Source: an optimization exercise on an open RTL-to-GDS flow (aim: a short achievable clock period and few clock cycles per item). Production flows keep margins and buffers that such runs may drop.
Only simulation tests tie the RTL to the original design; equivalence was not proved.

==> inputs of run B <==
## lru_recency_table_unit
module lru_recency_table_unit #(
  parameter int unsigned ENTRIES  = 16,
  parameter int unsigned KEY_BITS = 32
) (
  input  wire logic                       clk_i,
  input  wire logic                       rst_ni,
  input  wire logic                       in_valid_i,
  output logic                            in_ready_o,
  input  wire logic [lrt_pkg::KIND_W-1:0] kind_i,
  input  wire logic [lrt_pkg::KEY_W-1:0]  key_i,
  output logic                            out_valid_o,
  input  wire logic                       out_ready_i,
  output logic                            hit_o,
  output logic [lrt_pkg::SLOT_W-1:0]      slot_o,
  output logic                            released_o,
  output logic [lrt_pkg::KEY_W-1:0]       released_key_o
);
clock: 6.5 ns
lec_check: 0
cap_margin: 20
core_margin: 2
core_utilization: 40
slew_margin: 20
run.sh (not shown) runs the stock make flow with config.mk's settings and CLKGATE_MAP_FILE= SYNTH_SCRIPT=/design/flow/synth_recipe.tcl, a recipe that flattens the netlist after the stock synthesis.
==> run F: changes against run B <==
--- a/flow/design.v
+++ b/flow/design.v
@@ -76,16 +76,20 @@
   logic                       va_q;
   logic [lrt_pkg::KIND_W-1:0] kind_a_q;
   logic [KW-1:0]              key_a_q;
   logic          vb_q, act_b_q, ins_b_q, find_b_q, rem_b_q, eq_b_q;
   logic [KW-1:0] key_b_q;
   logic [N-1:0]  mb_q;
   logic          fwd_ins_q, fwd_rem_q;
   logic [N-1:0]  last_t_q;
+  logic          pw_v_q;
+  logic [N-1:0]  pw_slot_q;
+  logic [KW-1:0] pw_key_q;
+  logic          pw_eq;
   logic          vc_q;
   logic [RW-1:0] res_c_q;
   logic [RW-1:0] q_q  [D];
   logic [D-1:0]  qv_q;
   assign in_ready_o = in_ready_q;
   assign in_xfer    = in_valid_i && in_ready_q;
   assign pop        = qv_q[0] && out_ready_i;
   always_comb begin
@@ -117,25 +121,26 @@
     key_a_q  <= key_i;
   end
   for (genvar s = 0; s < N; s++) begin : g_slot
     lrt_cell #(
       .KW (KW)
     ) u_cell (
       .clk_i     (clk_i),
       .we_i      (key_we[s]),
-      .wkey_i    (key_b_q),
+      .wkey_i    (pw_key_q),
       .used_i    (used_q[s]),
       .cmp_key_i (key_a_q),
       .key_o     (cell_key[s]),
       .match_o   (cell_match[s])
     );
   end
   logic act_a;
   assign act_a = va_q && (kind_a_q != lrt_pkg::KIND_NOP);
+  assign pw_eq = pw_v_q && (key_a_q == pw_key_q);
   always_ff @(posedge clk_i or negedge rst_ni) begin
     if (!rst_ni) begin
       vb_q     <= 1'b0;
       act_b_q  <= 1'b0;
       ins_b_q  <= 1'b0;
       find_b_q <= 1'b0;
       rem_b_q  <= 1'b0;
     end else begin
@@ -144,17 +149,17 @@
       ins_b_q  <= va_q && (kind_a_q == lrt_pkg::KIND_INSERT);
       find_b_q <= va_q && (kind_a_q == lrt_pkg::KIND_FIND);
       rem_b_q  <= va_q && (kind_a_q == lrt_pkg::KIND_REMOVE);
     end
   end
   always_ff @(posedge clk_i) begin
     key_b_q <= key_a_q;
     eq_b_q  <= (key_a_q == key_b_q);
-    mb_q    <= cell_match & {N{act_a}};
+    mb_q    <= ((cell_match & ~key_we) | (key_we & {N{pw_eq}})) & {N{act_a}};
   end
   always_comb begin
     for (int i = 0; i < N; i++) begin
       for (int j = 0; j < N; j++) begin
         if (i < j) begin
           mr[i][j] = age_q[pidx(i, j)];
         end else if (i > j) begin
           mr[i][j] = !age_q[pidx(j, i)];
@@ -193,17 +198,17 @@
     end else begin
       m = mb_q;
     end
     m = m & {N{act_b_q}};
   end
   assign hit      = |m;
   assign ins_miss = ins_b_q && !hit;
   assign t        = m | (vict & {N{ins_miss}});
-  assign key_we   = vict & {N{ins_miss}};
+  assign key_we   = pw_slot_q & {N{pw_v_q}};
   always_comb begin
     for (int i = 0; i < N; i++) begin
       for (int j = i + 1; j < N; j++) begin
         if (t[i]) begin
           age_d[pidx(i, j)] = !rem_b_q || !used_q[j];
         end else if (t[j]) begin
           age_d[pidx(i, j)] = rem_b_q && used_q[i];
         end else begin
@@ -216,25 +221,29 @@
     end
   end
   always_ff @(posedge clk_i or negedge rst_ni) begin
     if (!rst_ni) begin
       used_q    <= '0;
       age_q     <= '1;
       fwd_ins_q <= 1'b0;
       fwd_rem_q <= 1'b0;
+      pw_v_q    <= 1'b0;
     end else begin
+      pw_v_q    <= ins_miss;
       used_q    <= used_d;
       age_q     <= age_d;
       fwd_ins_q <= ins_b_q;
       fwd_rem_q <= rem_b_q;
     end
   end
   always_ff @(posedge clk_i) begin
     last_t_q <= t;
+    pw_slot_q <= vict;
+    pw_key_q  <= key_b_q;
   end
   logic [IW-1:0] slot_b;
   logic [KW-1:0] vkey;
   logic          evict;
   logic          rel_b;
   logic [KW-1:0] rkey_b;
   always_comb begin
     slot_b = '0;
ABC_CLOCK_PERIOD_IN_PS = 2500   (was not set)
SETUP_SLACK_MARGIN = 4.0   (was not set)
TNS_END_PERCENT = 100   (was not set)
==> impl_metrics.tcl <==
set metrics [dict create \
    cts_buffers 110 \
    vias 35440 \
    dieHeight_um 347.7 \
    fin_nets 3741 \
    synth.top_cells.by_count "702 x edfxtp_1, 381 x a21boi_0, 290 x xor2_1" \
    crit_path_frequent_cell "buf_4" \
    core_area_sq_um 117600 \
    outcome "finished clean" \
    grt_pass1_wl_um 295400 \
]
That was run B.
==> impl_metrics.tcl <==
set metrics [dict create \
    core_area_sq_um 121200 \
    cts_buffers 113 \
    synth.top_cells.by_count "702 x edfxtp_1, 378 x a21boi_0, 358 x xor2_1" \
    inverters 51 \
    gr-usage-met3 0.1405 \
    initial_core_util 0.4018 \
    grt_pass1_wl_um 331200 \
    top_layer "met5" \
    dieHeight_um 353.0 \
    vias 38950 \
    outcome "finished clean" \
]
That was run F.
Testbench counts of run B, summed over its fixed seeds: cycles 12,040, items 12,000.
Testbench counts of run F, summed over its fixed seeds: cycles 12,040, items 12,000.

-- afterwards: timing with drivers on the ports --
How much do the figures lean on ideal ports? The routed layouts below were timed once more, with nothing changed but the port constraints.
Step 1: set_driving_cell puts a clkbuf_16 on clk_i and a buf_2 on each other input, an assumption about the parent block.
Step 2 adds t to the input delays and takes it off the output delays; t is the mean of the earliest and latest rising clock arrival at the registers after step 1. Input paths then give back, and output paths get back, about the clock's delay inside the block.
Slacks: ideal ports / drivers / drivers and shift; pairs: ideal ports / drivers.
run	t, ns	setup WS [ns]	worst register clock-pin slew, ns	worst data-port slew with drivers (ns)	pins driven straight from the clock port
run B	0.792	1.722 / 1.722 / 1.722	0.07 / 0.07	0.05	1
run F	0.832	3.327 / 3.327 / 3.319	0.08 / 0.08	0.05	1
After both steps setup and hold are still met in every run listed. The setup slack of run F, which loses most, moves by 0.000 ns with the drivers and by -0.008 ns with both steps.
